Background: an optimization exercise with open tools, aiming at small area, a short achievable clock period and few clock cycles per item. Do not read the settings as production practice.
At most, simulation tests tie the RTL to the original design; equivalence was not proved.
The RTL of run 2 was laid out without a check of its function.

==> flow/design.v, too long to show whole: its modules and the start of the top module <==
// module lfpd_front: 77 lines
// module lfpd_back: 330 lines
// module lfpd_istep: 859 lines
// module lfpd_dsum: 487 lines
// module line_follow_pid_drive: 95 lines
module line_follow_pid_drive (
    input  logic                                  aclk,
    input  logic                                  aresetn,
    input  logic                                  cfg_wr_en,
    input  logic [lfpd_pkg::CFG_IDX_W-1:0]        cfg_index,
    input  logic [lfpd_pkg::GAIN_W-1:0]           cfg_wdata,
    input  logic                                  s_valid,
    output logic                                  s_ready,
    input  logic [lfpd_pkg::SENSOR_W-1:0]         s_sensor_bits,
    output logic                                  m_valid,
    input  logic                                  m_ready,
    output logic signed [lfpd_pkg::DUTY_W-1:0]    m_left_duty,
    output logic signed [lfpd_pkg::DUTY_W-1:0]    m_right_duty,
    output logic                                  m_left_reverse,
    output logic                                  m_right_reverse,
    output logic                                  m_line_lost,
    output logic signed [lfpd_pkg::POS_W-1:0]     m_line_position
);
  // ...
==> flow/flow/run.sh <==
#!/bin/bash
# Standard layout with one netlist step added after synthesis: flow/invopt.py
# removes inverters around the full adders of the synthesized netlist (a full
# adder is self-dual, so complementing all of its inputs complements its
# outputs). Registers and every other cell are left as synthesis made them.
set -euo pipefail
R=orfs/results/${FLOW_PLATFORM}/line_follow_pid_drive/base
bash standard.sh synth > synth.log 2>&1
cp "$R/1_2_yosys.v" "$R/1_2_yosys.std.v"
python3 flow/invopt.py "$R/1_2_yosys.std.v" "$R/1_2_yosys.v" > invopt.log 2>&1
rm -f "$R/1_synth.odb" "$R/1_synth.sdc"
bash standard.sh > layout.log 2>&1
==> flow/flow/invopt.py <==
#!/usr/bin/env python3
"""Removes inverters around full adders in a flat sky130 gate netlist.

A full adder is self-dual: FA(~a, ~b, ~c) = (~sum, ~cout). Each FA may be
"flipped" (all inputs and outputs complemented) without changing the
function; inverters are then placed only where a net is needed in the
polarity its driver does not give. Registers and all other cells are kept.
usage: invopt.py IN.v OUT.v
"""
import re, sys
from collections import defaultdict

src = open(sys.argv[1]).read()
m = re.search(r'(module\s+(\w+)\s*\((.*?)\);)(.*?)(endmodule)', src, re.S)
header, top, body = m.group(1), m.group(2), m.group(4)

stmts = [s.strip() for s in body.split(';')]
decls, assigns, cells = [], [], []
cell_re = re.compile(r'^(sky130_fd_sc_hd__\w+)\s+(\S+)\s*\((.*)\)$', re.S)
for s in stmts:
    if not s: continue
    mm = cell_re.match(s)
    if mm:
        pins = [(p, n.strip()) for p, n in re.findall(r'\.(\w+)\(\s*((?:[^()]|\([^()]*\))*?)\s*\)', mm.group(3), re.S)]
        cells.append([mm.group(1), mm.group(2), pins])
    elif s.startswith('assign'):
        assigns.append(s)
    else:
        decls.append(s)

OUTPINS = {'X', 'Y', 'Q', 'Q_N', 'SUM', 'COUT', 'HI', 'LO'}
def is_inv(t): return re.match(r'sky130_fd_sc_hd__(inv|clkinv)_\d+$', t) is not None
def is_fa(t): return re.match(r'sky130_fd_sc_hd__fa_\d+$', t) is not None

fixed = set()
for a in assigns:
    for n in re.findall(r'[\\]?[\w\[\]\.\$]+(?:\s*\[\d+\])?', a[len('assign'):]):
        fixed.add(n.strip())
portnames = set(re.findall(r'(\w+)', m.group(3)))
# net names in decls like "output [3:0] m_line_position" -> port bits are "m_line_position[3]"
def net_is_port(n):
    base = n.split('[')[0].strip()
    return base in portnames

driver = {}
for ci, (t, name, pins) in enumerate(cells):
    for p, n in pins:
        if p in OUTPINS: driver[n] = (ci, p)

# root/parity through inverter chains
def root(n):
    par = 0
    seen = 0
    while n in driver and is_inv(cells[driver[n][0]][0]) and seen < 50:
        ci = driver[n][0]
        n = dict(cells[ci][2])['A']; par ^= 1; seen += 1
    return n, par

inv_cells = [ci for ci, c in enumerate(cells) if is_inv(c[0])]
fa_cells = [ci for ci, c in enumerate(cells) if is_fa(c[0])]
fa_idx = {ci: k for k, ci in enumerate(fa_cells)}

# loads: list of (cell index, pin, root net, parity); plus "fixed" uses of inverter outputs
loads = []
keep_inv = set()
for ci, (t, name, pins) in enumerate(cells):
    if is_inv(t): continue
    for p, n in pins:
        if p in OUTPINS: continue
        r, par = root(n)
        loads.append((ci, p, r, par))
# inverter outputs that are ports or used by assigns must stay as they are
for ci in inv_cells:
    y = dict(cells[ci][2])['Y']
    if y in fixed or net_is_port(y):
        keep_inv.add(ci)
for ci in keep_inv:
    a = dict(cells[ci][2])['A']
    r, par = root(a)
    loads.append((-1 - ci, 'A', r, par))   # a pseudo-load needing r ^ par

flip = [0] * len(fa_cells)
def gflip(net):
    d = driver.get(net)
    if d and is_fa(cells[d[0]][0]): return flip[fa_idx[d[0]]]
    return 0
def lflip(ci):
    if ci >= 0 and is_fa(cells[ci][0]): return flip[fa_idx[ci]]
    return 0

loads_by_net = defaultdict(list)
for k, (ci, p, r, par) in enumerate(loads):
    loads_by_net[r].append(k)
fa_load_nets = defaultdict(set)
for k, (ci, p, r, par) in enumerate(loads):
    if ci >= 0 and is_fa(cells[ci][0]): fa_load_nets[fa_idx[ci]].add(r)
fa_out_nets = defaultdict(set)
for ci in fa_cells:
    for p, n in cells[ci][2]:
        if p in OUTPINS: fa_out_nets[fa_idx[ci]].add(n)

def needs_inv(r):
    g = gflip(r)
    for k in loads_by_net[r]:
        ci, p, _, par = loads[k]
        if par ^ lflip(ci) ^ g: return 1
    return 0
def needs_true(r):
    g = gflip(r)
    for k in loads_by_net[r]:
        ci, p, _, par = loads[k]
        if not (par ^ lflip(ci) ^ g): return 1
    return 0
def cost_nets(nets):
    c = 0
    for r in nets:
        c += needs_inv(r)
        # a flipped FA output that is a port/fixed net needs its true value back
        if gflip(r) and (r in fixed or net_is_port(r)): c += 1
    return c

before = sum(needs_inv(r) for r in loads_by_net)
improved = True; rounds = 0
while improved and rounds < 20:
    improved = False; rounds += 1
    for k in range(len(fa_cells)):
        nets = fa_load_nets[k] | fa_out_nets[k]
        c0 = cost_nets(nets)
        flip[k] ^= 1
        c1 = cost_nets(nets)
        if c1 < c0: improved = True
        else: flip[k] ^= 1

# rewrite
newcells = []
newdecl = []
cnt = [0]
def fresh():
    cnt[0] += 1
    n = f"_invopt_{cnt[0]}_"
    newdecl.append(f"wire {n}")
    return n
# nets driven by flipped FAs that are ports/fixed: FA drives a fresh net, inverter restores
rename_out = {}
for ci in fa_cells:
    if flip[fa_idx[ci]]:
        for p, n in cells[ci][2]:
            if p in OUTPINS and (n in fixed or net_is_port(n)):
                rename_out[n] = fresh()
comp = {}   # root net -> net carrying its complement (w.r.t. the driven wire)
def wire_of(r):
    return rename_out.get(r, r)
def get_comp(r):
    if r not in comp:
        comp[r] = fresh()
        newcells.append(["sky130_fd_sc_hd__inv_1", f"_invopt_c{len(comp)}_", [("A", wire_of(r)), ("Y", comp[r])]])
    return comp[r]
for r in rename_out:
    # the true value of r = complement of the flipped FA's output wire
    newcells.append(["sky130_fd_sc_hd__inv_1", f"_invopt_p{cnt[0]}_{len(newcells)}_", [("A", rename_out[r]), ("Y", r)]])

load_map = {}
for k, (ci, p, r, par) in enumerate(loads):
    load_map[(ci, p)] = (r, par)
out_cells = []
for ci, (t, name, pins) in enumerate(cells):
    if is_inv(t) and ci not in keep_inv: continue
    newpins = []
    for p, n in pins:
        if p in OUTPINS:
            if is_fa(t) and flip[fa_idx[ci]] and n in rename_out:
                newpins.append((p, rename_out[n]))
            else:
                newpins.append((p, n))
        else:
            key = (ci, p) if not (is_inv(t) and ci in keep_inv) else (-1 - ci, 'A')
            r, par = load_map[key]
            need = par ^ lflip(ci if ci in fa_idx or is_fa(t) else -1) ^ gflip(r)
            if is_inv(t) and ci in keep_inv:
                # keep inverter: its input must be the complement of its (true) output
                need = par ^ gflip(r)
                if r in rename_out: need = par  # r itself carries the true value
                newpins.append((p, get_comp(r) if need else (r if r in rename_out else wire_of(r))))
                continue
            if r in rename_out:
                # r (restored true value) available; loads wanting true use r, inverted use FA wire
                need2 = par ^ lflip(ci)
                newpins.append((p, rename_out[r] if need2 else r))
            else:
                newpins.append((p, get_comp(r) if need else r))
    out_cells.append([t, name, newpins])
out_cells += newcells

lines = [header]
for d in decls: lines.append("  " + d + " ;")
for d in newdecl: lines.append("  " + d + " ;")
for t, name, pins in out_cells:
    pl = ",\n".join(f"    .{p}({n} )" for p, n in pins)
    lines.append(f"  {t} {name} (\n{pl}\n  );")
for a in assigns: lines.append("  " + a + " ;")
lines.append("endmodule")
open(sys.argv[2], 'w').write(src[:m.start()] + "\n".join(lines) + "\n" + src[m.end():])
after_inv = sum(1 for c in out_cells if is_inv(c[0]))
print(f"inverters: {len(inv_cells)} -> {after_inv}; flipped {sum(flip)} of {len(fa_cells)} FAs", file=sys.stderr)
==> flow/standard.sh <==
#!/bin/bash
# synth_recipe.tcl (not shown) runs the flow's synth.tcl, then flattens the netlist and writes it again
# the make line also repeats each setting of config.mk as NAME=value (left out here)
make -C /OpenROAD-flow-scripts/flow DESIGN_CONFIG=/design/flow/config.mk WORK_HOME=/design/flow/orfs CLKGATE_MAP_FILE= SYNTH_SCRIPT=/design/flow/synth_recipe.tcl "${@:-finish}"
==> flow/config.mk <==
export PLATFORM = sky130hd
export DESIGN_NAME = line_follow_pid_drive
export DESIGN_NICKNAME = line_follow_pid_drive
export VERILOG_FILES = /design/flow/design.v
export SDC_FILE = /design/flow/constraint.sdc
export NUM_CORES = 4
export LEC_CHECK = 0
export CAP_MARGIN = 20
export CORE_MARGIN = 2
export CORE_UTILIZATION = 55
export SETUP_SLACK_MARGIN = 3.5
export SLEW_MARGIN = 20
==> flow/constraint.sdc <==
create_clock -name core_clock -period 12.0 [get_ports {aclk}]
set_input_delay 2.4000 -clock core_clock [delete_from_list [all_inputs] [get_ports {aclk}]]
set_output_delay 2.4000 -clock core_clock [all_outputs]
set_load 0.01 [all_outputs]
==> reports/metrics.csv, run 1 <==
stage,metric,value,unit
setup_path,largest fanout on the critical path,6,
finish,sequential cell area share,14.27,%
setup_path,cell depth of the worst flop-to-flop path,34,
cts,clock input transition at the sequential cells of the worst setup and hold paths,0.06,ns
sta,count of endpoints failing setup in the final report,0,
finish,diodes inserted,0,
route,number of violations reported at the end of detailed-routing iteration 0,1243,
cts,H-tree Lvls,4,
route,DRT Pass-1 Iters,7,
finish,count of nets after finishing,3105,
synthesis,mean post-synth cell area,9.302,µm²
setup_path,"Data arrival, critical path",8.80,ns
cts,number of clock buffers inserted by TritonCTS,17,
setup_path,CP Capture Point,u_back.integral_reg[11]$_DFFE_PP_,
finish,Finished Layout Cells,3066,
outcome,status,"complete, no violations",
sta,final worst slack,3.387,ns
route,top layer in use,met4,
route,via count of the routed design,17800,
sta,time the worst path needs with I/O delays and setup,8.613,ns
floorplanning,Vert. Die Dim,206.6,µm
finish,clock buffer instance count of the final layout,26,
setup_path,most repeated library cell on the critical path,fa_1,
Testbench counts, summed over its fixed seeds: cycles 1,944, items 1,920.
==> module lfpd_back, before the edit <==
module lfpd_back (
    input  logic                                  aclk,
    input  logic                                  aresetn,
    input  lfpd_pkg::cfg_t                        cfg,
    input  logic                                  en,
    input  logic                                  in_valid,
    input  logic                                  in_lost,
    input  logic [lfpd_pkg::POS_W-1:0]            in_position,
    input  logic [lfpd_pkg::POS_W:0]              in_dpos,
    input  logic [11:0]                           in_ki_term,
    input  logic                                  in_left_rev,
    input  logic                                  in_right_rev,
    output logic                                  m_valid,
    output logic signed [lfpd_pkg::DUTY_W-1:0]    m_left_duty,
    output logic signed [lfpd_pkg::DUTY_W-1:0]    m_right_duty,
    output logic                                  m_left_reverse,
    output logic                                  m_right_reverse,
    output logic                                  m_line_lost,
    output logic signed [lfpd_pkg::POS_W-1:0]     m_line_position
);
    function automatic logic [9:0] clamp_duty(
        input logic [15:0] v,
        input logic [7:0]  lo,
        input logic [8:0]  hi,
        input logic        lo_above_hi
    );
        logic lt, gt;
        lt = v[15] || ((v[14:8] == 7'd0) && (v[7:0] < lo));
        gt = !v[15] && ((v[14:9] != 6'd0) || (v[8:0] > hi));
        if (lo_above_hi || gt)  clamp_duty = {1'b0, hi};
        else if (lt)            clamp_duty = {2'b00, lo};
        else                    clamp_duty = v[9:0];
    endfunction
    function automatic logic [2:0] tbl_p(input logic [3:0] r, input logic [2:0] m);
        case ({r, m})
            7'd21: tbl_p = 3'd1;
            7'd22: tbl_p = 3'd1;
            7'd23: tbl_p = 3'd1;
            7'd28: tbl_p = 3'd1;
            7'd29: tbl_p = 3'd1;
            7'd30: tbl_p = 3'd1;
            7'd31: tbl_p = 3'd2;
            7'd35: tbl_p = 3'd1;
            7'd36: tbl_p = 3'd1;
            7'd37: tbl_p = 3'd2;
            7'd38: tbl_p = 3'd2;
            7'd39: tbl_p = 3'd2;
            7'd42: tbl_p = 3'd1;
            7'd43: tbl_p = 3'd1;
            7'd44: tbl_p = 3'd2;
            7'd45: tbl_p = 3'd2;
            7'd46: tbl_p = 3'd3;
            7'd47: tbl_p = 3'd3;
            7'd50: tbl_p = 3'd1;
            7'd51: tbl_p = 3'd1;
            7'd52: tbl_p = 3'd2;
            7'd53: tbl_p = 3'd3;
            7'd54: tbl_p = 3'd3;
            7'd55: tbl_p = 3'd4;
            7'd58: tbl_p = 3'd1;
            7'd59: tbl_p = 3'd2;
            7'd60: tbl_p = 3'd2;
            7'd61: tbl_p = 3'd3;
            7'd62: tbl_p = 3'd4;
            7'd63: tbl_p = 3'd4;
            7'd66: tbl_p = 3'd1;
            7'd67: tbl_p = 3'd2;
            7'd68: tbl_p = 3'd3;
            7'd69: tbl_p = 3'd4;
            7'd70: tbl_p = 3'd4;
            7'd71: tbl_p = 3'd5;
            7'd74: tbl_p = 3'd1;
            7'd75: tbl_p = 3'd2;
            7'd76: tbl_p = 3'd3;
            7'd77: tbl_p = 3'd4;
            7'd78: tbl_p = 3'd5;
            7'd79: tbl_p = 3'd6;
            default: tbl_p = 3'd0;
        endcase
    endfunction
    function automatic logic [3:0] tbl_d(input logic [3:0] r, input logic [3:0] m);
        case ({r, m})
            8'd26: tbl_d = 4'd1;
            8'd27: tbl_d = 4'd1;
            8'd28: tbl_d = 4'd1;
            8'd29: tbl_d = 4'd1;
            8'd30: tbl_d = 4'd1;
            8'd37: tbl_d = 4'd1;
            8'd38: tbl_d = 4'd1;
            8'd39: tbl_d = 4'd1;
            8'd40: tbl_d = 4'd1;
            8'd41: tbl_d = 4'd1;
            8'd42: tbl_d = 4'd2;
            8'd43: tbl_d = 4'd2;
            8'd44: tbl_d = 4'd2;
            8'd45: tbl_d = 4'd2;
            8'd46: tbl_d = 4'd2;
            8'd52: tbl_d = 4'd1;
            8'd53: tbl_d = 4'd1;
            8'd54: tbl_d = 4'd1;
            8'd55: tbl_d = 4'd2;
            8'd56: tbl_d = 4'd2;
            8'd57: tbl_d = 4'd2;
            8'd58: tbl_d = 4'd3;
            8'd59: tbl_d = 4'd3;
            8'd60: tbl_d = 4'd3;
            8'd61: tbl_d = 4'd3;
            8'd62: tbl_d = 4'd4;
            8'd67: tbl_d = 4'd1;
            8'd68: tbl_d = 4'd1;
            8'd69: tbl_d = 4'd2;
            8'd70: tbl_d = 4'd2;
            8'd71: tbl_d = 4'd2;
            8'd72: tbl_d = 4'd3;
            8'd73: tbl_d = 4'd3;
            8'd74: tbl_d = 4'd4;
            8'd75: tbl_d = 4'd4;
            8'd76: tbl_d = 4'd4;
            8'd77: tbl_d = 4'd5;
            8'd78: tbl_d = 4'd5;
            8'd82: tbl_d = 4'd1;
            8'd83: tbl_d = 4'd1;
            8'd84: tbl_d = 4'd2;
            8'd85: tbl_d = 4'd2;
            8'd86: tbl_d = 4'd3;
            8'd87: tbl_d = 4'd3;
            8'd88: tbl_d = 4'd4;
            8'd89: tbl_d = 4'd4;
            8'd90: tbl_d = 4'd5;
            8'd91: tbl_d = 4'd5;
            8'd92: tbl_d = 4'd6;
            8'd93: tbl_d = 4'd6;
            8'd94: tbl_d = 4'd7;
            8'd98: tbl_d = 4'd1;
            8'd99: tbl_d = 4'd1;
            8'd100: tbl_d = 4'd2;
            8'd101: tbl_d = 4'd3;
            8'd102: tbl_d = 4'd3;
            8'd103: tbl_d = 4'd4;
            8'd104: tbl_d = 4'd4;
            8'd105: tbl_d = 4'd5;
            8'd106: tbl_d = 4'd6;
            8'd107: tbl_d = 4'd6;
            8'd108: tbl_d = 4'd7;
            8'd109: tbl_d = 4'd7;
            8'd110: tbl_d = 4'd8;
            8'd114: tbl_d = 4'd1;
            8'd115: tbl_d = 4'd2;
            8'd116: tbl_d = 4'd2;
            8'd117: tbl_d = 4'd3;
            8'd118: tbl_d = 4'd4;
            8'd119: tbl_d = 4'd4;
            8'd120: tbl_d = 4'd5;
            8'd121: tbl_d = 4'd6;
            8'd122: tbl_d = 4'd7;
            8'd123: tbl_d = 4'd7;
            8'd124: tbl_d = 4'd8;
            8'd125: tbl_d = 4'd9;
            8'd126: tbl_d = 4'd9;
            8'd130: tbl_d = 4'd1;
            8'd131: tbl_d = 4'd2;
            8'd132: tbl_d = 4'd3;
            8'd133: tbl_d = 4'd4;
            8'd134: tbl_d = 4'd4;
            8'd135: tbl_d = 4'd5;
            8'd136: tbl_d = 4'd6;
            8'd137: tbl_d = 4'd7;
            8'd138: tbl_d = 4'd8;
            8'd139: tbl_d = 4'd8;
            8'd140: tbl_d = 4'd9;
            8'd141: tbl_d = 4'd10;
            8'd142: tbl_d = 4'd11;
            8'd146: tbl_d = 4'd1;
            8'd147: tbl_d = 4'd2;
            8'd148: tbl_d = 4'd3;
            8'd149: tbl_d = 4'd4;
            8'd150: tbl_d = 4'd5;
            8'd151: tbl_d = 4'd6;
            8'd152: tbl_d = 4'd7;
            8'd153: tbl_d = 4'd8;
            8'd154: tbl_d = 4'd9;
            8'd155: tbl_d = 4'd9;
            8'd156: tbl_d = 4'd10;
            8'd157: tbl_d = 4'd11;
            8'd158: tbl_d = 4'd12;
            default: tbl_d = 4'd0;
        endcase
    endfunction
    logic                    v1;
    logic                    r1_lost, r1_lrev, r1_rrev;
    logic [3:0]              r1_pos;
    logic [4:0]              r1_dpos;
    logic [11:0]             r1_ki_term;
    logic                    v2;
    logic                    r2_lost, r2_lrev, r2_rrev;
    logic [3:0]              r2_pos;
    logic [12:0]             r2_mv;
    logic [12:0]             integral_reg;
    logic                    izero_reg;
    logic                    v3;
    logic [9:0]              r3_left, r3_right;
    logic                    r3_lrev, r3_rrev, r3_lost;
    logic [3:0]              r3_pos;
    logic [5:0]              nstep_reg;
    logic signed [8:0]       speed_diff;
    logic signed [8:0]       speed_adj;
    assign speed_diff = $signed({1'b0, cfg.top_speed}) - $signed({1'b0, cfg.floor_speed});
    assign speed_adj  = speed_diff + (speed_diff[8] ? 9'sd7 : 9'sd0);
    logic [12:0]             i_next;
    logic [12:0]             mv_next;
    logic [2:0]              pos_mag;
    logic [3:0]              dpos_mag;
    logic [10:0]             pd;
    lfpd_istep u_istep (
        .integ (integral_reg),
        .izero (izero_reg),
        .e     (r1_ki_term),
        .ki    (cfg.ki_gain),
        .pd    (pd),
        .inext (i_next),
        .mv    (mv_next)
    );
    logic [7:0]              p_qm;
    logic [8:0]              d_qm;
    logic [7:0]              p_mag;
    logic [8:0]              d_mag;
    logic [10:0]             p_ext, d_ext;
    assign pos_mag  = r1_pos[3] ? (3'd0 - r1_pos[2:0]) : r1_pos[2:0];
    assign dpos_mag = r1_dpos[4] ? (4'd0 - r1_dpos[3:0]) : r1_dpos[3:0];
    assign p_qm     = cfg.kp_q * pos_mag;
    assign d_qm     = cfg.kd_q * dpos_mag;
    assign p_mag    = p_qm + {5'd0, tbl_p(cfg.kp_r, pos_mag)};
    assign d_mag    = d_qm + {5'd0, tbl_d(cfg.kd_r, dpos_mag)};
    assign p_ext    = {3'd0, p_mag};
    assign d_ext    = {2'd0, d_mag};
    assign pd       = (r1_pos[3] ? (11'd0 - p_ext) : p_ext) + (r1_dpos[4] ? (11'd0 - d_ext) : d_ext);
    logic                    mv_neg, mv_zero;
    logic [11:0]             mvx;
    logic [15:0]             xsum, ysum;
    logic [8:0]              ceil_s;
    logic                    floor_above_ceil;
    logic [9:0]              xc, yc;
    logic [9:0]              left_next, right_next;
    assign mv_neg  = r2_mv[12];
    assign mv_zero = (r2_mv == 13'd0);
    assign mvx     = r2_mv[11:0] ^ {12{mv_neg}};
    lfpd_dsum u_dsum (
        .mvx  (mvx),
        .s    (mv_neg),
        .ns   (nstep_reg),
        .top  (cfg.top_speed),
        .ysum (ysum),
        .xsum (xsum)
    );
    assign ceil_s           = {1'b0, cfg.top_speed} + 9'd1;
    assign floor_above_ceil = ({1'b0, cfg.floor_speed} > ceil_s);
    assign xc               = clamp_duty(xsum, cfg.floor_speed, ceil_s, floor_above_ceil);
    assign yc               = clamp_duty(ysum, cfg.floor_speed, ceil_s, floor_above_ceil);
    always_comb begin
        if (r2_lost) begin
            if (r2_pos[3]) begin
                left_next  = lfpd_pkg::LOST_LEFT_LDUTY;
                right_next = lfpd_pkg::LOST_LEFT_RDUTY;
            end else begin
                left_next  = lfpd_pkg::LOST_RIGHT_LDUTY;
                right_next = lfpd_pkg::LOST_RIGHT_RDUTY;
            end
        end else if (mv_zero) begin
            left_next  = {2'b00, cfg.top_speed} - 10'd4;
            right_next = {2'b00, cfg.top_speed} + 10'd1;
        end else if (!mv_neg) begin
            left_next  = yc;
            right_next = xc;
        end else begin
            left_next  = xc;
            right_next = yc;
        end
    end
    always_ff @(posedge aclk) begin
        nstep_reg <= 6'd0 - speed_adj[8:3];
    end
    always_ff @(posedge aclk) begin
        if (!aresetn) begin
            v1           <= 1'b0;
            v2           <= 1'b0;
            v3           <= 1'b0;
            izero_reg    <= 1'b1;
        end else if (en) begin
            v1 <= in_valid;
            v2 <= v1;
            v3 <= v2;
            if (v1 && !r1_lost) begin
                izero_reg <= 1'b0;
            end
        end
    end
    always_ff @(posedge aclk) begin
        if (en && v1 && !r1_lost) begin
            integral_reg <= i_next;
        end
    end
    always_ff @(posedge aclk) begin
        if (en) begin
            r1_lost      <= in_lost;
            r1_lrev      <= in_left_rev;
            r1_rrev      <= in_right_rev;
            r1_pos       <= in_position;
            r1_dpos      <= in_dpos;
            r1_ki_term   <= in_ki_term;
            r2_lost      <= r1_lost;
            r2_lrev      <= r1_lrev;
            r2_rrev      <= r1_rrev;
            r2_pos       <= r1_pos;
            r2_mv        <= mv_next;
            r3_left      <= left_next;
            r3_right     <= right_next;
            r3_lrev      <= r2_lrev;
            r3_rrev      <= r2_rrev;
            r3_lost      <= r2_lost;
            r3_pos       <= r2_pos;
        end
    end
    assign m_valid         = v3;
    assign m_left_duty     = r3_left;
    assign m_right_duty    = r3_right;
    assign m_left_reverse  = r3_lrev;
    assign m_right_reverse = r3_rrev;
    assign m_line_lost     = r3_lost;
    assign m_line_position = r3_pos;
endmodule
==> module line_follow_pid_drive, before the edit <==
module line_follow_pid_drive (
    input  logic                                  aclk,
    input  logic                                  aresetn,
    input  logic                                  cfg_wr_en,
    input  logic [lfpd_pkg::CFG_IDX_W-1:0]        cfg_index,
    input  logic [lfpd_pkg::GAIN_W-1:0]           cfg_wdata,
    input  logic                                  s_valid,
    output logic                                  s_ready,
    input  logic [lfpd_pkg::SENSOR_W-1:0]         s_sensor_bits,
    output logic                                  m_valid,
    input  logic                                  m_ready,
    output logic signed [lfpd_pkg::DUTY_W-1:0]    m_left_duty,
    output logic signed [lfpd_pkg::DUTY_W-1:0]    m_right_duty,
    output logic                                  m_left_reverse,
    output logic                                  m_right_reverse,
    output logic                                  m_line_lost,
    output logic signed [lfpd_pkg::POS_W-1:0]     m_line_position
);
    lfpd_pkg::cfg_t  cfg_reg;
    logic [lfpd_pkg::GAIN_W-1:0] ki_front_reg;
    logic [4:0]      wdata_q;
    logic [3:0]      wdata_r;
    assign wdata_q = 5'(cfg_wdata / 8'd10);
    assign wdata_r = 4'(cfg_wdata % 8'd10);
    always_ff @(posedge aclk) begin
        if (!aresetn) begin
            cfg_reg.kp_q        <= 5'd1;
            cfg_reg.kp_r        <= 4'd0;
            cfg_reg.ki_gain     <= lfpd_pkg::KI_RESET;
            ki_front_reg        <= lfpd_pkg::KI_RESET;
            cfg_reg.kd_q        <= 5'd0;
            cfg_reg.kd_r        <= 4'd5;
            cfg_reg.top_speed   <= lfpd_pkg::MAX_RESET;
            cfg_reg.floor_speed <= lfpd_pkg::MIN_RESET;
        end else if (cfg_wr_en) begin
            unique case (cfg_index)
                lfpd_pkg::REG_KP_GAIN: begin
                    cfg_reg.kp_q <= wdata_q;
                    cfg_reg.kp_r <= wdata_r;
                end
                lfpd_pkg::REG_KI_GAIN: begin
                    cfg_reg.ki_gain <= cfg_wdata;
                    ki_front_reg    <= cfg_wdata;
                end
                lfpd_pkg::REG_KD_GAIN: begin
                    cfg_reg.kd_q <= wdata_q;
                    cfg_reg.kd_r <= wdata_r;
                end
                lfpd_pkg::REG_TOP_SPEED:   cfg_reg.top_speed   <= cfg_wdata;
                lfpd_pkg::REG_FLOOR_SPEED: cfg_reg.floor_speed <= cfg_wdata;
                default:         cfg_reg             <= cfg_reg;
            endcase
        end
    end
    logic en;
    assign en      = !m_valid || m_ready;
    assign s_ready = en;
    logic                        f_lost, f_lrev, f_rrev;
    logic [lfpd_pkg::POS_W-1:0]  f_position;
    logic [lfpd_pkg::POS_W:0]    f_dpos;
    logic [11:0]                 f_ki_term;
    lfpd_front u_front (
        .aclk          (aclk),
        .aresetn       (aresetn),
        .accept        (s_valid && en),
        .s_sensor_bits (s_sensor_bits),
        .ki_gain       (ki_front_reg),
        .lost          (f_lost),
        .position      (f_position),
        .dpos          (f_dpos),
        .ki_term       (f_ki_term),
        .left_rev      (f_lrev),
        .right_rev     (f_rrev)
    );
    lfpd_back u_back (
        .aclk            (aclk),
        .aresetn         (aresetn),
        .cfg             (cfg_reg),
        .en              (en),
        .in_valid        (s_valid),
        .in_lost         (f_lost),
        .in_position     (f_position),
        .in_dpos         (f_dpos),
        .in_ki_term      (f_ki_term),
        .in_left_rev     (f_lrev),
        .in_right_rev    (f_rrev),
        .m_valid         (m_valid),
        .m_left_duty     (m_left_duty),
        .m_right_duty    (m_right_duty),
        .m_left_reverse  (m_left_reverse),
        .m_right_reverse (m_right_reverse),
        .m_line_lost     (m_line_lost),
        .m_line_position (m_line_position)
    );
endmodule
==> inputs of run 2 (changes only) <==
--- a/flow/design.v
+++ b/flow/design.v
@@ -122,2 +122,3 @@
     input  lfpd_pkg::cfg_t                        cfg,
+    input  logic [lfpd_pkg::GAIN_W-1:0]           ki_next,
     input  logic                                  en,
@@ -149,3 +150,3 @@
         else if (lt)            clamp_duty = {2'b00, lo};
-        else                    clamp_duty = v[9:0];
+        else                    clamp_duty = {1'b0, v[8:0]};   
     endfunction
@@ -316,3 +317,4 @@
     logic [12:0]             integral_reg;
-    logic                    izero_reg;
+    logic                    izero_reg, izero_next;
+    logic [7:0]              kie_reg;
     logic                    v3;
@@ -333,5 +335,4 @@
         .integ (integral_reg),
-        .izero (izero_reg),
+        .kie   (kie_reg),
         .e     (r1_ki_term),
-        .ki    (cfg.ki_gain),
         .pd    (pd),
@@ -404,3 +405,2 @@
             v3           <= 1'b0;
-            izero_reg    <= 1'b1;
         end else if (en) begin
@@ -409,7 +409,9 @@
             v3 <= v2;
-            if (v1 && !r1_lost) begin
-                izero_reg <= 1'b0;
-            end
         end
     end
+    assign izero_next = !aresetn || (izero_reg && !(en && v1 && !r1_lost));
+    always_ff @(posedge aclk) begin
+        izero_reg <= izero_next;
+        kie_reg   <= ki_next & {8{!izero_next}};
+    end
     always_ff @(posedge aclk) begin
@@ -450,5 +452,4 @@
     input  logic [12:0] integ,
-    input  logic        izero,
     input  logic [11:0] e,
-    input  logic [7:0]  ki,
+    input  logic [7:0]  kie,
     input  logic [10:0] pd,
@@ -459,4 +460,2 @@
     logic [30:0] prod, mvsum;
-    logic [7:0]  kiz;
-    assign kiz = ki & {8{~izero}};
     logic ia_t1;
@@ -883,66 +882,66 @@
     assign ia_t2 = 1'b1 & ~e[11];
-    assign ia_t3 = e[5] ^ (kiz[5] & integ[0]);
-    assign ia_t4 = e[5] & (kiz[5] & integ[0]);
-    assign ia_t5 = e[6] ^ (kiz[6] & integ[0]) ^ (kiz[5] & integ[1]);
-    assign ia_t6 = (e[6] & (kiz[6] & integ[0])) | (e[6] & (kiz[5] & integ[1])) | ((kiz[6] & integ[0]) & (kiz[5] & integ[1]));
-    assign ia_t7 = (kiz[4] & integ[2]) ^ (kiz[3] & integ[3]);
-    assign ia_t8 = (kiz[4] & integ[2]) & (kiz[3] & integ[3]);
-    assign ia_t9 = e[7] ^ (kiz[7] & integ[0]) ^ (kiz[6] & integ[1]);
-    assign ia_t10 = (e[7] & (kiz[7] & integ[0])) | (e[7] & (kiz[6] & integ[1])) | ((kiz[7] & integ[0]) & (kiz[6] & integ[1]));
-    assign ia_t11 = (kiz[5] & integ[2]) ^ (kiz[4] & integ[3]) ^ (kiz[3] & integ[4]);
-    assign ia_t12 = ((kiz[5] & integ[2]) & (kiz[4] & integ[3])) | ((kiz[5] & integ[2]) & (kiz[3] & integ[4])) | ((kiz[4] & integ[3]) & (kiz[3] & integ[4]));
-    assign ia_t13 = (kiz[2] & integ[5]) ^ (kiz[1] & integ[6]);
-    assign ia_t14 = (kiz[2] & integ[5]) & (kiz[1] & integ[6]);
-    assign ia_t15 = e[8] ^ (kiz[7] & integ[1]) ^ (kiz[6] & integ[2]);
-    assign ia_t16 = (e[8] & (kiz[7] & integ[1])) | (e[8] & (kiz[6] & integ[2])) | ((kiz[7] & integ[1]) & (kiz[6] & integ[2]));
-    assign ia_t17 = (kiz[5] & integ[3]) ^ (kiz[4] & integ[4]) ^ (kiz[3] & integ[5]);
-    assign ia_t18 = ((kiz[5] & integ[3]) & (kiz[4] & integ[4])) | ((kiz[5] & integ[3]) & (kiz[3] & integ[5])) | ((kiz[4] & integ[4]) & (kiz[3] & integ[5]));
-    assign ia_t19 = (kiz[2] & integ[6]) ^ (kiz[1] & integ[7]) ^ (kiz[0] & integ[8]);
-    assign ia_t20 = ((kiz[2] & integ[6]) & (kiz[1] & integ[7])) | ((kiz[2] & integ[6]) & (kiz[0] & integ[8])) | ((kiz[1] & integ[7]) & (kiz[0] & integ[8]));
-    assign ia_t21 = e[9] ^ (kiz[7] & integ[2]) ^ (kiz[6] & integ[3]);
-    assign ia_t22 = (e[9] & (kiz[7] & integ[2])) | (e[9] & (kiz[6] & integ[3])) | ((kiz[7] & integ[2]) & (kiz[6] & integ[3]));
-    assign ia_t23 = (kiz[5] & integ[4]) ^ (kiz[4] & integ[5]) ^ (kiz[3] & integ[6]);
-    assign ia_t24 = ((kiz[5] & integ[4]) & (kiz[4] & integ[5])) | ((kiz[5] & integ[4]) & (kiz[3] & integ[6])) | ((kiz[4] & integ[5]) & (kiz[3] & integ[6]));
-    assign ia_t25 = (kiz[2] & integ[7]) ^ (kiz[1] & integ[8]) ^ (kiz[0] & integ[9]);
-    assign ia_t26 = ((kiz[2] & integ[7]) & (kiz[1] & integ[8])) | ((kiz[2] & integ[7]) & (kiz[0] & integ[9])) | ((kiz[1] & integ[8]) & (kiz[0] & integ[9]));
-    assign ia_t27 = e[10] ^ (kiz[7] & integ[3]) ^ (kiz[6] & integ[4]);
-    assign ia_t28 = (e[10] & (kiz[7] & integ[3])) | (e[10] & (kiz[6] & integ[4])) | ((kiz[7] & integ[3]) & (kiz[6] & integ[4]));
-    assign ia_t29 = (kiz[5] & integ[5]) ^ (kiz[4] & integ[6]) ^ (kiz[3] & integ[7]);
-    assign ia_t30 = ((kiz[5] & integ[5]) & (kiz[4] & integ[6])) | ((kiz[5] & integ[5]) & (kiz[3] & integ[7])) | ((kiz[4] & integ[6]) & (kiz[3] & integ[7]));
-    assign ia_t31 = (kiz[2] & integ[8]) ^ (kiz[1] & integ[9]) ^ (kiz[0] & integ[10]);
-    assign ia_t32 = ((kiz[2] & integ[8]) & (kiz[1] & integ[9])) | ((kiz[2] & integ[8]) & (kiz[0] & integ[10])) | ((kiz[1] & integ[9]) & (kiz[0] & integ[10]));
-    assign ia_t33 = (kiz[7] & integ[4]) ^ (kiz[6] & integ[5]) ^ (kiz[5] & integ[6]);
-    assign ia_t34 = ((kiz[7] & integ[4]) & (kiz[6] & integ[5])) | ((kiz[7] & integ[4]) & (kiz[5] & integ[6])) | ((kiz[6] & integ[5]) & (kiz[5] & integ[6]));
-    assign ia_t35 = (kiz[4] & integ[7]) ^ (kiz[3] & integ[8]) ^ (kiz[2] & integ[9]);
-    assign ia_t36 = ((kiz[4] & integ[7]) & (kiz[3] & integ[8])) | ((kiz[4] & integ[7]) & (kiz[2] & integ[9])) | ((kiz[3] & integ[8]) & (kiz[2] & integ[9]));
-    assign ia_t37 = (kiz[1] & integ[10]) ^ (kiz[0] & integ[11]) ^ ia_t1;
-    assign ia_t38 = ((kiz[1] & integ[10]) & (kiz[0] & integ[11])) | ((kiz[1] & integ[10]) & ia_t1) | ((kiz[0] & integ[11]) & ia_t1);
-    assign ia_t39 = (kiz[7] & integ[5]) ^ (kiz[6] & integ[6]) ^ (kiz[5] & integ[7]);
-    assign ia_t40 = ((kiz[7] & integ[5]) & (kiz[6] & integ[6])) | ((kiz[7] & integ[5]) & (kiz[5] & integ[7])) | ((kiz[6] & integ[6]) & (kiz[5] & integ[7]));
-    assign ia_t41 = (kiz[4] & integ[8]) ^ (kiz[3] & integ[9]) ^ (kiz[2] & integ[10]);
-    assign ia_t42 = ((kiz[4] & integ[8]) & (kiz[3] & integ[9])) | ((kiz[4] & integ[8]) & (kiz[2] & integ[10])) | ((kiz[3] & integ[9]) & (kiz[2] & integ[10]));
-    assign ia_t43 = (kiz[1] & integ[11]) ^ ~(kiz[0] & integ[12]) ^ ia_t2;
-    assign ia_t44 = ((kiz[1] & integ[11]) & ~(kiz[0] & integ[12])) | ((kiz[1] & integ[11]) & ia_t2) | (~(kiz[0] & integ[12]) & ia_t2);
-    assign ia_t45 = (kiz[7] & integ[6]) ^ (kiz[6] & integ[7]) ^ (kiz[5] & integ[8]);
-    assign ia_t46 = ((kiz[7] & integ[6]) & (kiz[6] & integ[7])) | ((kiz[7] & integ[6]) & (kiz[5] & integ[8])) | ((kiz[6] & integ[7]) & (kiz[5] & integ[8]));
-    assign ia_t47 = (kiz[4] & integ[9]) ^ (kiz[3] & integ[10]) ^ (kiz[2] & integ[11]);
-    assign ia_t48 = ((kiz[4] & integ[9]) & (kiz[3] & integ[10])) | ((kiz[4] & integ[9]) & (kiz[2] & integ[11])) | ((kiz[3] & integ[10]) & (kiz[2] & integ[11]));
-    assign ia_t49 = (kiz[7] & integ[7]) ^ (kiz[6] & integ[8]) ^ (kiz[5] & integ[9]);
-    assign ia_t50 = ((kiz[7] & integ[7]) & (kiz[6] & integ[8])) | ((kiz[7] & integ[7]) & (kiz[5] & integ[9])) | ((kiz[6] & integ[8]) & (kiz[5] & integ[9]));
-    assign ia_t51 = e[3] ^ (kiz[3] & integ[0]);
-    assign ia_t52 = e[3] & (kiz[3] & integ[0]);
-    assign ia_t53 = e[4] ^ (kiz[4] & integ[0]) ^ (kiz[3] & integ[1]);
-    assign ia_t54 = (e[4] & (kiz[4] & integ[0])) | (e[4] & (kiz[3] & integ[1])) | ((kiz[4] & integ[0]) & (kiz[3] & integ[1]));
-    assign ia_t55 = (kiz[2] & integ[2]) ^ (kiz[1] & integ[3]);
-    assign ia_t56 = (kiz[2] & integ[2]) & (kiz[1] & integ[3]);
-    assign ia_t57 = (kiz[4] & integ[1]) ^ (kiz[3] & integ[2]) ^ (kiz[2] & integ[3]);
-    assign ia_t58 = ((kiz[4] & integ[1]) & (kiz[3] & integ[2])) | ((kiz[4] & integ[1]) & (kiz[2] & integ[3])) | ((kiz[3] & integ[2]) & (kiz[2] & integ[3]));
-    assign ia_t59 = (kiz[1] & integ[4]) ^ (kiz[0] & integ[5]) ^ ia_t3;
-    assign ia_t60 = ((kiz[1] & integ[4]) & (kiz[0] & integ[5])) | ((kiz[1] & integ[4]) & ia_t3) | ((kiz[0] & integ[5]) & ia_t3);
-    assign ia_t61 = (kiz[2] & integ[4]) ^ (kiz[1] & integ[5]) ^ (kiz[0] & integ[6]);
-    assign ia_t62 = ((kiz[2] & integ[4]) & (kiz[1] & integ[5])) | ((kiz[2] & integ[4]) & (kiz[0] & integ[6])) | ((kiz[1] & integ[5]) & (kiz[0] & integ[6]));
+    assign ia_t3 = e[5] ^ (kie[5] & integ[0]);
+    assign ia_t4 = e[5] & (kie[5] & integ[0]);
+    assign ia_t5 = e[6] ^ (kie[6] & integ[0]) ^ (kie[5] & integ[1]);
+    assign ia_t6 = (e[6] & (kie[6] & integ[0])) | (e[6] & (kie[5] & integ[1])) | ((kie[6] & integ[0]) & (kie[5] & integ[1]));
+    assign ia_t7 = (kie[4] & integ[2]) ^ (kie[3] & integ[3]);
+    assign ia_t8 = (kie[4] & integ[2]) & (kie[3] & integ[3]);
+    assign ia_t9 = e[7] ^ (kie[7] & integ[0]) ^ (kie[6] & integ[1]);
+    assign ia_t10 = (e[7] & (kie[7] & integ[0])) | (e[7] & (kie[6] & integ[1])) | ((kie[7] & integ[0]) & (kie[6] & integ[1]));
+    assign ia_t11 = (kie[5] & integ[2]) ^ (kie[4] & integ[3]) ^ (kie[3] & integ[4]);
+    assign ia_t12 = ((kie[5] & integ[2]) & (kie[4] & integ[3])) | ((kie[5] & integ[2]) & (kie[3] & integ[4])) | ((kie[4] & integ[3]) & (kie[3] & integ[4]));
+    assign ia_t13 = (kie[2] & integ[5]) ^ (kie[1] & integ[6]);
+    assign ia_t14 = (kie[2] & integ[5]) & (kie[1] & integ[6]);
+    assign ia_t15 = e[8] ^ (kie[7] & integ[1]) ^ (kie[6] & integ[2]);
+    assign ia_t16 = (e[8] & (kie[7] & integ[1])) | (e[8] & (kie[6] & integ[2])) | ((kie[7] & integ[1]) & (kie[6] & integ[2]));
+    assign ia_t17 = (kie[5] & integ[3]) ^ (kie[4] & integ[4]) ^ (kie[3] & integ[5]);
+    assign ia_t18 = ((kie[5] & integ[3]) & (kie[4] & integ[4])) | ((kie[5] & integ[3]) & (kie[3] & integ[5])) | ((kie[4] & integ[4]) & (kie[3] & integ[5]));
+    assign ia_t19 = (kie[2] & integ[6]) ^ (kie[1] & integ[7]) ^ (kie[0] & integ[8]);
+    assign ia_t20 = ((kie[2] & integ[6]) & (kie[1] & integ[7])) | ((kie[2] & integ[6]) & (kie[0] & integ[8])) | ((kie[1] & integ[7]) & (kie[0] & integ[8]));
+    assign ia_t21 = e[9] ^ (kie[7] & integ[2]) ^ (kie[6] & integ[3]);
+    assign ia_t22 = (e[9] & (kie[7] & integ[2])) | (e[9] & (kie[6] & integ[3])) | ((kie[7] & integ[2]) & (kie[6] & integ[3]));
+    assign ia_t23 = (kie[5] & integ[4]) ^ (kie[4] & integ[5]) ^ (kie[3] & integ[6]);
+    assign ia_t24 = ((kie[5] & integ[4]) & (kie[4] & integ[5])) | ((kie[5] & integ[4]) & (kie[3] & integ[6])) | ((kie[4] & integ[5]) & (kie[3] & integ[6]));
+    assign ia_t25 = (kie[2] & integ[7]) ^ (kie[1] & integ[8]) ^ (kie[0] & integ[9]);
+    assign ia_t26 = ((kie[2] & integ[7]) & (kie[1] & integ[8])) | ((kie[2] & integ[7]) & (kie[0] & integ[9])) | ((kie[1] & integ[8]) & (kie[0] & integ[9]));
+    assign ia_t27 = e[10] ^ (kie[7] & integ[3]) ^ (kie[6] & integ[4]);
+    assign ia_t28 = (e[10] & (kie[7] & integ[3])) | (e[10] & (kie[6] & integ[4])) | ((kie[7] & integ[3]) & (kie[6] & integ[4]));
+    assign ia_t29 = (kie[5] & integ[5]) ^ (kie[4] & integ[6]) ^ (kie[3] & integ[7]);
+    assign ia_t30 = ((kie[5] & integ[5]) & (kie[4] & integ[6])) | ((kie[5] & integ[5]) & (kie[3] & integ[7])) | ((kie[4] & integ[6]) & (kie[3] & integ[7]));
+    assign ia_t31 = (kie[2] & integ[8]) ^ (kie[1] & integ[9]) ^ (kie[0] & integ[10]);
+    assign ia_t32 = ((kie[2] & integ[8]) & (kie[1] & integ[9])) | ((kie[2] & integ[8]) & (kie[0] & integ[10])) | ((kie[1] & integ[9]) & (kie[0] & integ[10]));
+    assign ia_t33 = (kie[7] & integ[4]) ^ (kie[6] & integ[5]) ^ (kie[5] & integ[6]);
+    assign ia_t34 = ((kie[7] & integ[4]) & (kie[6] & integ[5])) | ((kie[7] & integ[4]) & (kie[5] & integ[6])) | ((kie[6] & integ[5]) & (kie[5] & integ[6]));
+    assign ia_t35 = (kie[4] & integ[7]) ^ (kie[3] & integ[8]) ^ (kie[2] & integ[9]);
+    assign ia_t36 = ((kie[4] & integ[7]) & (kie[3] & integ[8])) | ((kie[4] & integ[7]) & (kie[2] & integ[9])) | ((kie[3] & integ[8]) & (kie[2] & integ[9]));
+    assign ia_t37 = (kie[1] & integ[10]) ^ (kie[0] & integ[11]) ^ ia_t1;
+    assign ia_t38 = ((kie[1] & integ[10]) & (kie[0] & integ[11])) | ((kie[1] & integ[10]) & ia_t1) | ((kie[0] & integ[11]) & ia_t1);
+    assign ia_t39 = (kie[7] & integ[5]) ^ (kie[6] & integ[6]) ^ (kie[5] & integ[7]);
+    assign ia_t40 = ((kie[7] & integ[5]) & (kie[6] & integ[6])) | ((kie[7] & integ[5]) & (kie[5] & integ[7])) | ((kie[6] & integ[6]) & (kie[5] & integ[7]));
+    assign ia_t41 = (kie[4] & integ[8]) ^ (kie[3] & integ[9]) ^ (kie[2] & integ[10]);
+    assign ia_t42 = ((kie[4] & integ[8]) & (kie[3] & integ[9])) | ((kie[4] & integ[8]) & (kie[2] & integ[10])) | ((kie[3] & integ[9]) & (kie[2] & integ[10]));
+    assign ia_t43 = (kie[1] & integ[11]) ^ ~(kie[0] & integ[12]) ^ ia_t2;
+    assign ia_t44 = ((kie[1] & integ[11]) & ~(kie[0] & integ[12])) | ((kie[1] & integ[11]) & ia_t2) | (~(kie[0] & integ[12]) & ia_t2);
+    assign ia_t45 = (kie[7] & integ[6]) ^ (kie[6] & integ[7]) ^ (kie[5] & integ[8]);
+    assign ia_t46 = ((kie[7] & integ[6]) & (kie[6] & integ[7])) | ((kie[7] & integ[6]) & (kie[5] & integ[8])) | ((kie[6] & integ[7]) & (kie[5] & integ[8]));
+    assign ia_t47 = (kie[4] & integ[9]) ^ (kie[3] & integ[10]) ^ (kie[2] & integ[11]);
+    assign ia_t48 = ((kie[4] & integ[9]) & (kie[3] & integ[10])) | ((kie[4] & integ[9]) & (kie[2] & integ[11])) | ((kie[3] & integ[10]) & (kie[2] & integ[11]));
+    assign ia_t49 = (kie[7] & integ[7]) ^ (kie[6] & integ[8]) ^ (kie[5] & integ[9]);
+    assign ia_t50 = ((kie[7] & integ[7]) & (kie[6] & integ[8])) | ((kie[7] & integ[7]) & (kie[5] & integ[9])) | ((kie[6] & integ[8]) & (kie[5] & integ[9]));
+    assign ia_t51 = e[3] ^ (kie[3] & integ[0]);
+    assign ia_t52 = e[3] & (kie[3] & integ[0]);
+    assign ia_t53 = e[4] ^ (kie[4] & integ[0]) ^ (kie[3] & integ[1]);
+    assign ia_t54 = (e[4] & (kie[4] & integ[0])) | (e[4] & (kie[3] & integ[1])) | ((kie[4] & integ[0]) & (kie[3] & integ[1]));
+    assign ia_t55 = (kie[2] & integ[2]) ^ (kie[1] & integ[3]);
+    assign ia_t56 = (kie[2] & integ[2]) & (kie[1] & integ[3]);
+    assign ia_t57 = (kie[4] & integ[1]) ^ (kie[3] & integ[2]) ^ (kie[2] & integ[3]);
+    assign ia_t58 = ((kie[4] & integ[1]) & (kie[3] & integ[2])) | ((kie[4] & integ[1]) & (kie[2] & integ[3])) | ((kie[3] & integ[2]) & (kie[2] & integ[3]));
+    assign ia_t59 = (kie[1] & integ[4]) ^ (kie[0] & integ[5]) ^ ia_t3;
+    assign ia_t60 = ((kie[1] & integ[4]) & (kie[0] & integ[5])) | ((kie[1] & integ[4]) & ia_t3) | ((kie[0] & integ[5]) & ia_t3);
+    assign ia_t61 = (kie[2] & integ[4]) ^ (kie[1] & integ[5]) ^ (kie[0] & integ[6]);
+    assign ia_t62 = ((kie[2] & integ[4]) & (kie[1] & integ[5])) | ((kie[2] & integ[4]) & (kie[0] & integ[6])) | ((kie[1] & integ[5]) & (kie[0] & integ[6]));
     assign ia_t63 = ia_t7 ^ ia_t5 ^ ia_t4;
     assign ia_t64 = (ia_t7 & ia_t5) | (ia_t7 & ia_t4) | (ia_t5 & ia_t4);
-    assign ia_t65 = (kiz[0] & integ[7]) ^ ia_t13 ^ ia_t11;
-    assign ia_t66 = ((kiz[0] & integ[7]) & ia_t13) | ((kiz[0] & integ[7]) & ia_t11) | (ia_t13 & ia_t11);
+    assign ia_t65 = (kie[0] & integ[7]) ^ ia_t13 ^ ia_t11;
+    assign ia_t66 = ((kie[0] & integ[7]) & ia_t13) | ((kie[0] & integ[7]) & ia_t11) | (ia_t13 & ia_t11);
     assign ia_t67 = ia_t9 ^ ia_t8 ^ ia_t6;
@@ -969,20 +968,20 @@
     assign ia_t88 = (ia_t38 & ia_t36) | (ia_t38 & ia_t34) | (ia_t36 & ia_t34);
-    assign ia_t89 = ~(kiz[1] & integ[12]) ^ ia_t47 ^ ia_t45;
-    assign ia_t90 = (~(kiz[1] & integ[12]) & ia_t47) | (~(kiz[1] & integ[12]) & ia_t45) | (ia_t47 & ia_t45);
+    assign ia_t89 = ~(kie[1] & integ[12]) ^ ia_t47 ^ ia_t45;
+    assign ia_t90 = (~(kie[1] & integ[12]) & ia_t47) | (~(kie[1] & integ[12]) & ia_t45) | (ia_t47 & ia_t45);
     assign ia_t91 = ia_t44 ^ ia_t42 ^ ia_t40;
     assign ia_t92 = (ia_t44 & ia_t42) | (ia_t44 & ia_t40) | (ia_t42 & ia_t40);
-    assign ia_t93 = (kiz[4] & integ[10]) ^ (kiz[3] & integ[11]) ^ ~(kiz[2] & integ[12]);
-    assign ia_t94 = ((kiz[4] & integ[10]) & (kiz[3] & integ[11])) | ((kiz[4] & integ[10]) & ~(kiz[2] & integ[12])) | ((kiz[3] & integ[11]) & ~(kiz[2] & integ[12]));
+    assign ia_t93 = (kie[4] & integ[10]) ^ (kie[3] & integ[11]) ^ ~(kie[2] & integ[12]);
+    assign ia_t94 = ((kie[4] & integ[10]) & (kie[3] & integ[11])) | ((kie[4] & integ[10]) & ~(kie[2] & integ[12])) | ((kie[3] & integ[11]) & ~(kie[2] & integ[12]));
     assign ia_t95 = ia_t49 ^ ia_t48 ^ ia_t46;
     assign ia_t96 = (ia_t49 & ia_t48) | (ia_t49 & ia_t46) | (ia_t48 & ia_t46);
-    assign ia_t97 = (kiz[7] & integ[8]) ^ (kiz[6] & integ[9]) ^ (kiz[5] & integ[10]);
-    assign ia_t98 = ((kiz[7] & integ[8]) & (kiz[6] & integ[9])) | ((kiz[7] & integ[8]) & (kiz[5] & integ[10])) | ((kiz[6] & integ[9]) & (kiz[5] & integ[10]));
-    assign ia_t99 = (kiz[4] & integ[11]) ^ ~(kiz[3] & integ[12]) ^ ia_t50;
-    assign ia_t100 = ((kiz[4] & integ[11]) & ~(kiz[3] & integ[12])) | ((kiz[4] & integ[11]) & ia_t50) | (~(kiz[3] & integ[12]) & ia_t50);
-    assign ia_t101 = e[2] ^ (kiz[2] & integ[0]);
-    assign ia_t102 = e[2] & (kiz[2] & integ[0]);
-    assign ia_t103 = (kiz[2] & integ[1]) ^ (kiz[1] & integ[2]) ^ (kiz[0] & integ[3]);
-    assign ia_t104 = ((kiz[2] & integ[1]) & (kiz[1] & integ[2])) | ((kiz[2] & integ[1]) & (kiz[0] & integ[3])) | ((kiz[1] & integ[2]) & (kiz[0] & integ[3]));
-    assign ia_t105 = (kiz[0] & integ[4]) ^ ia_t55 ^ ia_t53;
-    assign ia_t106 = ((kiz[0] & integ[4]) & ia_t55) | ((kiz[0] & integ[4]) & ia_t53) | (ia_t55 & ia_t53);
+    assign ia_t97 = (kie[7] & integ[8]) ^ (kie[6] & integ[9]) ^ (kie[5] & integ[10]);
+    assign ia_t98 = ((kie[7] & integ[8]) & (kie[6] & integ[9])) | ((kie[7] & integ[8]) & (kie[5] & integ[10])) | ((kie[6] & integ[9]) & (kie[5] & integ[10]));
+    assign ia_t99 = (kie[4] & integ[11]) ^ ~(kie[3] & integ[12]) ^ ia_t50;
+    assign ia_t100 = ((kie[4] & integ[11]) & ~(kie[3] & integ[12])) | ((kie[4] & integ[11]) & ia_t50) | (~(kie[3] & integ[12]) & ia_t50);
+    assign ia_t101 = e[2] ^ (kie[2] & integ[0]);
+    assign ia_t102 = e[2] & (kie[2] & integ[0]);
+    assign ia_t103 = (kie[2] & integ[1]) ^ (kie[1] & integ[2]) ^ (kie[0] & integ[3]);
+    assign ia_t104 = ((kie[2] & integ[1]) & (kie[1] & integ[2])) | ((kie[2] & integ[1]) & (kie[0] & integ[3])) | ((kie[1] & integ[2]) & (kie[0] & integ[3]));
+    assign ia_t105 = (kie[0] & integ[4]) ^ ia_t55 ^ ia_t53;
+    assign ia_t106 = ((kie[0] & integ[4]) & ia_t55) | ((kie[0] & integ[4]) & ia_t53) | (ia_t55 & ia_t53);
     assign ia_t107 = ia_t59 ^ ia_t57 ^ ia_t56;
@@ -1009,6 +1008,6 @@
     assign ia_t128 = (ia_t99 & ia_t97) | (ia_t99 & ia_t96) | (ia_t97 & ia_t96);
-    assign ia_t129 = e[1] ^ (kiz[1] & integ[0]);
-    assign ia_t130 = e[1] & (kiz[1] & integ[0]);
-    assign ia_t131 = (kiz[1] & integ[1]) ^ (kiz[0] & integ[2]) ^ ia_t101;
-    assign ia_t132 = ((kiz[1] & integ[1]) & (kiz[0] & integ[2])) | ((kiz[1] & integ[1]) & ia_t101) | ((kiz[0] & integ[2]) & ia_t101);
+    assign ia_t129 = e[1] ^ (kie[1] & integ[0]);
+    assign ia_t130 = e[1] & (kie[1] & integ[0]);
+    assign ia_t131 = (kie[1] & integ[1]) ^ (kie[0] & integ[2]) ^ ia_t101;
+    assign ia_t132 = ((kie[1] & integ[1]) & (kie[0] & integ[2])) | ((kie[1] & integ[1]) & ia_t101) | ((kie[0] & integ[2]) & ia_t101);
     assign ia_t133 = ia_t51 ^ ia_t103 ^ ia_t102;
@@ -1039,3 +1038,3 @@
     assign ia_t158 = (ia_t94 & ia_t127) | (ia_t94 & ia_t126) | (ia_t127 & ia_t126);
-    assign x = {ia_t156, ia_t154, ia_t152, ia_t150, ia_t148, ia_t146, ia_t144, ia_t142, ia_t140, ia_t138, ia_t136, ia_t134, ia_t132, ia_t130, ia_t129, (kiz[0] & integ[0])} + {ia_t157, ia_t155, ia_t153, ia_t151, ia_t149, ia_t147, ia_t145, ia_t143, ia_t141, ia_t139, ia_t137, ia_t135, ia_t133, ia_t131, (kiz[0] & integ[1]), e[0]};
+    assign x = {ia_t156, ia_t154, ia_t152, ia_t150, ia_t148, ia_t146, ia_t144, ia_t142, ia_t140, ia_t138, ia_t136, ia_t134, ia_t132, ia_t130, ia_t129, (kie[0] & integ[0])} + {ia_t157, ia_t155, ia_t153, ia_t151, ia_t149, ia_t147, ia_t145, ia_t143, ia_t141, ia_t139, ia_t137, ia_t135, ia_t133, ia_t131, (kie[0] & integ[1]), e[0]};
     assign ib_t1 = 1'b1 ^ x[1];
@@ -1814,3 +1813,2 @@
     lfpd_pkg::cfg_t  cfg_reg;
-    logic [lfpd_pkg::GAIN_W-1:0] ki_front_reg;
     logic [4:0]      wdata_q;
@@ -1824,3 +1822,2 @@
             cfg_reg.ki_gain     <= lfpd_pkg::KI_RESET;
-            ki_front_reg        <= lfpd_pkg::KI_RESET;
             cfg_reg.kd_q        <= 5'd0;
@@ -1835,6 +1832,3 @@
                 end
-                lfpd_pkg::REG_KI_GAIN: begin
-                    cfg_reg.ki_gain <= cfg_wdata;
-                    ki_front_reg    <= cfg_wdata;
-                end
+                lfpd_pkg::REG_KI_GAIN:     cfg_reg.ki_gain     <= cfg_wdata;
                 lfpd_pkg::REG_KD_GAIN: begin
@@ -1849,2 +1843,6 @@
     end
+    logic [lfpd_pkg::GAIN_W-1:0] ki_next;
+    assign ki_next = !aresetn ? lfpd_pkg::KI_RESET
+                   : (cfg_wr_en && cfg_index == lfpd_pkg::REG_KI_GAIN) ? cfg_wdata
+                   : cfg_reg.ki_gain;
     logic en;
@@ -1861,3 +1859,3 @@
         .s_sensor_bits (s_sensor_bits),
-        .ki_gain       (ki_front_reg),
+        .ki_gain       (cfg_reg.ki_gain),
         .lost          (f_lost),
@@ -1873,2 +1871,3 @@
         .cfg             (cfg_reg),
+        .ki_next         (ki_next),
         .en              (en),
--- a/flow/config.mk
+++ b/flow/config.mk
@@ -9,4 +9,4 @@
 export CORE_MARGIN = 2
-export CORE_UTILIZATION = 55
-export SETUP_SLACK_MARGIN = 3.5
+export CORE_UTILIZATION = 40
+export SETUP_SLACK_MARGIN = 3
 export SLEW_MARGIN = 20
==> run 2 against run 1 <==
  * Final area down 2.2%
  * Die area rose by 37%
  * Synthesized cell count increased by 0.21%
  * Global-route usage shrank 8.4 points
  * Routed wire length is 1.8% lower
  * Worst hold slack worse by 0.0023 ns
  * Cell count rose by 6.2%
  * Via count is 0.38% lower
  * Critical path type unchanged
  * Critical endpoint is now u_back.r2_mv[11]$_DFFE_PN_
  * Highest routed layer unchanged
==> reports/metrics.csv, run 2 <==
stage,metric,value,unit,change
global_routing,global-route track usage on met3,2.060,%,was 4.223%
sta,count of endpoints failing setup in the final report,0,,unchanged
global_routing,wire length of the first global-routing pass,94.88,mm,was 94.61 mm
cts,Clock Sink Count,149,,was 142
sta,Max Clk Rate,0.1104,GHz,was 0.1161 GHz
route,DRT Pass-1 Iters,6,,was 7
sta,Max transition margin,33.99,%,was 29.96%
sta,time the worst path needs with I/O delays and setup,9.060,ns,was 8.613 ns
synthesis,Mapped Cells,2433,,was 2428
finish,final design area excluding fillers,25320,µm²,was 25890 µm²
global_routing,antenna violations before repair,0,,unchanged
cts,clock tree from TritonCTS,done,,unchanged
synthesis,post-synth net total,3015,,was 3012
synthesis,Synthesis Warnings,3,,unchanged
place,"Cell Area, Placed",23990,µm²,was 23700 µm²
floorplanning,Core ar.,56170,µm²,was 40650 µm²
cts,clock input transition at the sequential cells of the worst setup and hold paths,0.07,ns,was 0.06 ns
cts,H-tree Lvls,4,,unchanged
cts,insertion delay of the later-clocked pin in the worst-skew pair,0.44,ns,about the same
route,via count of the routed design,17730,,was 17800
floorplanning,die area,58550,µm²,was 42700 µm²
synthesis,mean post-synth cell area,9.311,µm²,was 9.302 µm²
min_path,worst hold path class,reg -> reg,,unchanged
setup_path,CP startpoint kind,register,,unchanged
global_routing,global-route usage over all layers,19.99,%,was 28.37%
sta,Tightest Pin Transition,0.9830,ns,was 1.047 ns
finish,"leading cell type in the layout, fill and taps excluded",ha_1,,unchanged
global_routing,maximum number of pins on one net before global-route repair,73,,was 47
route,final routed wire length divided by cell count,17.97,µm,was 19.43 µm
global_routing,number of global-route vias before repair,18140,,was 18070
route,number of routed nets with antenna violations,0,,unchanged
finish,diodes inserted,0,,unchanged
global_routing,grt peak-use layer,met2,,unchanged
floorplanning,die outline width,242.0,µm,was 206.6 µm
finish,layout filler cell count,5442,,was 3379
floorplanning,Vert. Die Dim,242.0,µm,was 206.6 µm
sta,number of max-slew violations in the final report,0,,unchanged
sta,final hold violation count,0,,unchanged
setup_path,"Data arrival, critical path",9.25,ns,was 8.80 ns
setup_path,"setup slack, reg-to-reg",2.94,ns,was 3.39 ns
setup_path,worst-path cell with the longest stage delay,fa_2,,was fa_1
global_routing,met1 track demand over resource in global routing,26.67,%,was 36.13%
cts,largest buffer count on any clock path,2,,unchanged
finish,fraction of final layout cells with drive strength greater than 1,8.280,%,was 12.08%
sta,post-route setup TNS,0,ns,unchanged
setup_path,most repeated library cell on the critical path,fa_1,,unchanged
sta,Final Cycle Share,75.50,%,was 71.77%
flow_run,max-capacitance violation count,0,,unchanged
route,total DRC errors in the routed layout,0,,unchanged
finish,max reg flops,42,,was 34
cts,number of clock buffers inserted by TritonCTS,17,,unchanged
setup_path,largest fanout on the critical path,6,,unchanged
sta,worst hold margin,0.4187,ns,was 0.4210 ns
place,placer's final routability congestion estimate,0.9286,,was 0.9260
finish,"commonest cells after routing, fill and taps aside","281 x ha_1, 265 x fa_1, 244 x nand2_1, 234 x inv_1, 130 x and2_1",,"was 272 x ha_1, 258 x fa_1, 246 x inv_1, 229 x nand2_1, 129 x and2_1"
global_routing,total overflow reported by the global router,0,,unchanged
finish,synthesis-to-layout area growth,11.75,%,was 14.63%
setup_path,class of the most critical setup path,reg -> reg,,unchanged
cts,"Hold-fix buffers, CTS",0,,unchanged
place,Final HPWL DP,46.97,mm,was 46.65 mm
cts,Clock Tree Root,clkbuf_16,,unchanged
floorplanning,I/O pin count,53,,unchanged
route,post-detailed-route via-to-cell ratio,5.445,,was 5.804
global_routing,global-route met2 utilization,34.76,%,was 50.13%
setup_path,maximum single-stage delay on the critical path,0.60,ns,was 0.57 ns
floorplanning,initial core utilization,40.33,%,was 55.56%
finish,count of nets after finishing,3069,,was 3105
outcome,status,"complete, no violations",,unchanged
sta,final worst clock skew,0.01300,ns,was 0.01234 ns
route,wire length reported by the detailed router,58.51,mm,was 59.59 mm
setup_path,cell depth of the worst flop-to-flop path,34,,unchanged
floorplanning,floorplan row count,87,,was 74
setup_path,critical path data required time,12.19,ns,about the same
synthesis,synthesized area,22650,µm²,was 22580 µm²
setup_path,kind of end point of the critical path,register,,unchanged
route,number of violations reported at the end of detailed-routing iteration 0,905,,was 1243
min_path,Worst Hold Depth,0,,unchanged
sta,RSZ-0062 raised after global routing,true,,unchanged
place,number of buffers inserted by port buffering,51,,was 52
[run 2: cell type report]
cell class	count	area, µm²	area share (%)
Multi-Input combinational cell	1962	18080	71.43
Sequential cell	149	3824	15.10
Timing Repair Buffer	111	968.4	3.825
Tap cell	756	945.9	3.736
Inverter	246	929.6	3.672
Clock buffer	19	432.9	1.710
Clock inverter	13	131.4	0.5190
[run 2: critical path, delay by kind of cell (launching register included)]
family	cells	cell delay [ns]
DFF	1	0.51
and+or+nand+nor	7	1.04
buffers and inverters	5	0.46
adders and majority gates	12	5.01
AOI/OAI and AO/OA	8	1.44
xor gates and xnor gates	2	0.33
[run 2: final timing paths]
| kind | from | to |
|---|---|---|
| max reg2reg | u_back.integral_reg[3]$_DFFE_PP_ | u_back.r2_mv[11]$_DFFE_PN_ |
| min reg2reg | u_back.r2_pos[0]$_DFFE_PN_ | u_back.r3_pos[0]$_DFFE_PN_ |
| max | u_back.integral_reg[3]$_DFFE_PP_ | u_back.r2_mv[11]$_DFFE_PN_ |
| min | u_back.r2_pos[0]$_DFFE_PN_ | u_back.r3_pos[0]$_DFFE_PN_ |
[run 2: routing by layer]
metal,up-vias,wire length (µm)
met4,0,1197
met2,412,28930
li1,8417,-
met3,70,2290
met1,8830,26090
met5,-,0
[run 2: through the flow]
step | util (%) | std cells | setup slack (ns)
floorplan | - | 2433 | 3.060
global placement | 42.70 | 3175 | 2.289
detailed placement | 42.70 | 3175 | 2.116
CTS | 44.65 | 3244 | 2.907
global route | 45.07 | 3256 | 2.667
finish | 45.07 | 3256 | 2.940
[run 2: timing repair]
item,CTS,global route
pin swaps,47,46
setup buffers,37,12
endpoints found under the setup margin,22,18
gates resized for setup,55,34

[separate check: timing with driven ports]
In the flow no input, the clock included, has a driving cell. The finished layouts below were timed again as built, in two steps.
Step 1 assumes that a clkbuf_16 drives the clock port and a buf_2 every other input.
Step 2 times the ports against the registers' clock, not the clock port: input delays grow and output delays shrink by t, the midpoint of the rising clock arrivals with the driver on.
a / b / c = ideal / step 1 / step 2; a / b = the first two.
run	t, ns	setup slack, ns	worst setup path after step 2
run 1	0.488	3.387 / 3.387 / 3.387	register to register
run 2	0.485	2.940 / 2.940 / 2.940	register to register
After both steps every run listed still meets setup and hold.
